This design comes from an exercise in tuning for a short achievable clock period and few clock cycles on the open sky130 flow, not from production work.
The RTL was checked by simulation tests, not by an equivalence proof against the original design.
Power and IR drop assume default switching activity.

==> inputs of delta <==
## mipsCore
module mipsCore (
    input  logic                    clk,
    input  logic                    rst_n,
    input  logic [31:0]             instr,
    output logic [32-1:0] instrAddr,
    output logic                    wbValid,
    output logic [4:0]              wbDest,
    output logic [32-1:0] wbData
);
    logic [29:0] pcOut;                  
    logic [29:0] pcInv;                  
    logic [29:0] pcW;
    logic        exWr;                   
    logic        exBr;                   
    logic        exBne;
    logic        exPredT;                
    logic [29:0] exAlt;                  
    logic [31:0] exA;                    
    logic [31:0] exB;                    
    logic [4:0]  exDest;
    logic [4:0]  exSh;
    logic [7:0]  exSel;                  
    logic [31:0] regs [1:31];
    logic [29:0] exPc;                   
    logic        exBack;                 
    logic        lpNew;                  
    logic [29:0] lpNewPc;
    logic [31:0] lpNewX;                 
    logic        lpValid;
    logic [29:0] lpPc;                   
    logic [31:0] lpX;                    
    logic        lpExit;                 
    logic [29:0] pcW1;
    logic [5:0]  op;
    logic [5:0]  fn;
    logic [4:0]  rs, rt, rd;
    logic [15:0] imm;
    logic        isR, isJ, isBeq, isBne, isAddi, isAndi, isOri, useImm;
    logic [7:0]  sel;
    logic [4:0]  dest;
    logic        wr;
    logic        sameReg, isBr, brPredT, brStatic;
    logic [29:0] brTgt, jTgt, pcNext;
    logic [31:0] immExt;
    logic [31:0] rsRead, rtRead;
    logic        mispredict;
    logic [31:0] res;                    
    logic        fwdA, fwdB;
    assign instrAddr = {pcOut, 2'b00};
    assign pcW       = ~pcInv;
    ksAdd #(.W(30), .L(5)) i_pcInc (.a(pcW), .b(30'd0), .cin(1'b1), .sum(pcW1), .cout());
    assign op  = instr[31:26];
    assign rs  = instr[25:21];
  ...
clock: 6.5 ns
lec_check: 0
abc_clock_period_in_ps: 2500
cap_margin: 20
core_margin: 2
core_utilization: 40
place_density: 0.6
setup_slack_margin: 3.5
slew_margin: 20
tns_end_percent: 100
standard.sh (not shown) runs the stock make flow with config.mk's settings and CLKGATE_MAP_FILE= SYNTH_SCRIPT=/design/flow/synth_recipe.tcl, a recipe that flattens the netlist after the stock synthesis.
==> flow/flow/run.sh <==
#!/bin/bash
# Layout flow: the standard ORFS flow (standard.sh, all steps) with two changes to how
# synthesis maps the logic; registers, constraints and every later step are unchanged.
#  - adders are not extracted into full/half-adder cells (ADDER_MAP_FILE empty), so ABC sees
#    and times the whole adder logic
#  - ABC maps for delay (abc_speed.script here: strash; dch; map -D) instead of ORFS's default
#    script, which recovers area on paths it wrongly believes are short
# Each tool's full output is in orfs/logs/ (ORFS's per-step logs); make's output is in flow_make.log.
set -euo pipefail
W=$PWD
rm -rf "$W/scripts_local"
cp -r "$FLOW_HOME/scripts" "$W/scripts_local"
cp "$W/flow/abc_speed.script" "$W/scripts_local/abc_speed.script"
bash "$W/standard.sh" SCRIPTS_DIR="$W/scripts_local" ADDER_MAP_FILE= finish > "$W/flow_make.log" 2>&1
==> flow/flow/abc_speed.script <==
strash
dch
map -D 1500
buffer -c
topo
stime -c
upsize -c
dnsize -c
==> amber (differences from delta) <==
--- a/flow/design.v
+++ b/flow/design.v
@@ -110,25 +110,16 @@
     logic        exPredT;                
     logic [29:0] exAlt;                  
     logic [31:0] exA;                    
     logic [31:0] exB;                    
     logic [4:0]  exDest;
     logic [4:0]  exSh;
     logic [7:0]  exSel;                  
     logic [31:0] regs [1:31];
-    logic [29:0] exPc;                   
-    logic        exBack;                 
-    logic        lpNew;                  
-    logic [29:0] lpNewPc;
-    logic [31:0] lpNewX;                 
-    logic        lpValid;
-    logic [29:0] lpPc;                   
-    logic [31:0] lpX;                    
-    logic        lpExit;                 
     logic [29:0] pcW1;
     logic [5:0]  op;
     logic [5:0]  fn;
     logic [4:0]  rs, rt, rd;
     logic [15:0] imm;
     logic        isR, isJ, isBeq, isBne, isAddi, isAndi, isOri, useImm;
     logic [7:0]  sel;
     logic [4:0]  dest;
@@ -167,28 +158,18 @@
     assign sel[7] =  isR && fn == 6'h02;
     assign dest   = isR ? rd : rt;
     assign wr     = (|sel) && (dest != 5'd0);
     assign immExt = isAddi ? {{16{imm[15]}}, imm} : {16'd0, imm};
     assign sameReg  = (rs == rt);
     assign brStatic = sameReg;
     assign isBr     = (isBeq || isBne) && !brStatic;
     localparam int BrPred = 1;
-    logic        lpHit;
-    logic [31:0] bht;
-    always_ff @(posedge clk or negedge rst_n) begin
-        if (!rst_n) begin
-            bht <= '0;
-        end else if (exBr && !exBack) begin
-            bht[exPc[4:0]] <= taken;
-        end
-    end
     assign brPredT  = (isBeq && sameReg) ||
-                      (isBr && (imm[15] ? (lpHit ? isBeq : 1'b1)
-                                        : bht[pcW[4:0]]));
+                      (isBr && ((BrPred >= 1 && imm[15]) || (BrPred >= 2 && isBne)));
     logic [15:0] tgtLo;
     logic        tgtC;
     logic [13:0] pcHi, pcHiP1, pcHiM1;
     ksAdd #(.W(16), .L(4)) i_tgtAdd (.a(pcW[15:0]), .b(imm), .cin(1'b1), .sum(tgtLo), .cout(tgtC));
     assign pcHi   = pcW[29:16];
     ksAdd #(.W(14), .L(4)) i_hiInc (.a(pcHi), .b(14'd0),      .cin(1'b1), .sum(pcHiP1), .cout());
     ksAdd #(.W(14), .L(4)) i_hiDec (.a(pcHi), .b(14'h3fff),   .cin(1'b0), .sum(pcHiM1), .cout());
     assign brTgt  = {(tgtC == imm[15]) ? pcHi : (tgtC ? pcHiP1 : pcHiM1), tgtLo};
@@ -224,18 +205,16 @@
         exBne   <= isBne;
         exPredT <= brPredT;
         exAlt   <= brPredT ? pcW1 : brTgt;
         exA     <= fwdA ? res : rsRead;
         exB     <= fwdB ? res : (useImm ? immExt : rtRead);
         exDest  <= dest;
         exSh    <= instr[10:6];
         exSel   <= sel;
-        exPc    <= pcW;
-        exBack  <= imm[15];
     end
     logic [31:0] a, b, sum, diff;
     logic        eq, taken, lt;
     logic [31:0] wrData;                 
     logic [4:0]  wrDest;                 
     assign a = exA;
     assign b = exB;
     ksAdd #(.W(32), .L(5)) i_add (.a(a), .b(b),  .cin(1'b0), .sum(sum),  .cout());
@@ -249,39 +228,16 @@
                | ({32{exSel[2]}} & (a & b))
                | ({32{exSel[3]}} & (a | b))
                | ({32{exSel[4]}} & (a ^ b))
                | ({32{exSel[5]}} & {31'd0, lt})
                | ({32{exSel[6]}} & (b << exSh))
                | ({32{exSel[7]}} & (b >> exSh));
     always_ff @(posedge clk or negedge rst_n) begin
         if (!rst_n) begin
-            lpNew   <= 1'b0;
-            lpValid <= 1'b0;
-            lpExit  <= 1'b0;
-        end else begin
-            lpNew <= exBr && exBack;
-            if (lpNew) begin
-                lpValid <= 1'b1;
-                lpExit  <= (lpValid && lpPc == lpNewPc) ? {lpNewX[30:0], 1'b0} == lpX
-                                                        : lpNewX == 32'd1;
-            end
-        end
-    end
-    always_ff @(posedge clk) begin
-        lpNewPc <= exPc;
-        lpNewX  <= diff;
-        if (lpNew) begin
-            lpPc <= lpNewPc;
-            lpX  <= lpNewX;
-        end
-    end
-    assign lpHit = lpExit && pcW == lpPc;
-    always_ff @(posedge clk or negedge rst_n) begin
-        if (!rst_n) begin
             wbValid <= 1'b0;
             wbDest  <= 5'd0;
             wbData  <= 32'd0;
         end else begin
             wbValid <= exWr;
             wbDest  <= exDest;
             wbData  <= res;
         end
Settings changed: ABC_CLOCK_PERIOD_IN_PS 2500 to default, SETUP_SLACK_MARGIN 3.5 to 4.2.
==> zinc (differences from delta) <==
Settings changed: ABC_CLOCK_PERIOD_IN_PS 2500 to default, CORE_UTILIZATION 40 to 30, PLACE_DENSITY 0.6 to 0.45.
==> results.txt <==
Against delta, the clock skew of zinc is higher by 0.0029 ns.
The lowest routed wire length belongs to amber, the highest to zinc.
Power: zinc is larger than delta (about 1%).
In amber the via count is lower than in zinc, by about 2%.
Sequential share of layout area: zinc > delta > amber.
Critical path depth: zinc > delta > amber.
==> figures <==
	delta	amber	zinc
FF+latch count	1433	1243	1433
Cell with the largest stage delay on the worst path	nor4_2	nand4_1	nor4_4
Post-Route Skew	0.0546 ns	0.0339 ns	0.0576 ns
Combined area of all synthesized cells	0.0732 mm²	0.0658 mm²	0.0732 mm²
Global routing met1 resource utilization	51.4%	52.0%	41.7%
Area occupied by multi-input gates	0.0365 mm²	0.0379 mm²	0.0358 mm²
Critical register-to-register path endpoint	regs[24][23]	exB[0]	pcOut[18]
Simple logic cell fraction of the synthesized area	15.7%	15.6%	15.7%
Sequential Area	0.0351 mm²	0.0306 mm²	0.0351 mm²
Wire length of the first global-routing pass	534000 µm	514000 µm	577000 µm
Outcome	complete, no violations	complete, no violations	complete, no violations
Critical path data arrival time	4.09 ns	4.02 ns	4.09 ns
Power Internal	0.0167 W	0.0146 W	0.0169 W
GR Util met2	57.8%	59.5%	49.3%
Testbench counts of delta, summed over its fixed seeds: cycles 25,495.
Testbench counts of amber, summed over its fixed seeds: cycles 26,061.
Testbench counts of zinc, summed over its fixed seeds: cycles 25,495.

==> what the ideal ports hide <==
The results above use ideal ports. As a check the final layouts listed here were re-extracted and re-timed, cells and wires unchanged. Step 1 sets driving cells, clkbuf_16 on the clock port and buf_2 on the other inputs (assumed; they add their load-dependent delay and slew). Step 2, shift: input delay + t, output delay - t, t = (earliest + latest rising clock arrival at the registers) / 2. This alone moves slack from input paths to output paths. a / b / c = no drivers / after step 1 / after step 2; a / b = the first two.
| run | t, ns | setup slack, ns | worst setup path after step 2 | slew at the worst register clock pin (ns) |
|---|---|---|---|---|
| delta | 0.930 | 3.122 / 2.910 / 1.980 | input to register | 0.08 / 0.08 |
| amber | 0.889 | 3.135 / 3.157 / 2.268 | input to register | 0.07 / 0.07 |
| zinc | 0.936 | 3.152 / 3.111 / 2.174 | input to register | 0.07 / 0.07 |
After both steps every run listed still meets setup and hold. The setup slack of delta, which loses most, moves by -0.212 ns with the drivers and by -1.142 ns with both steps.
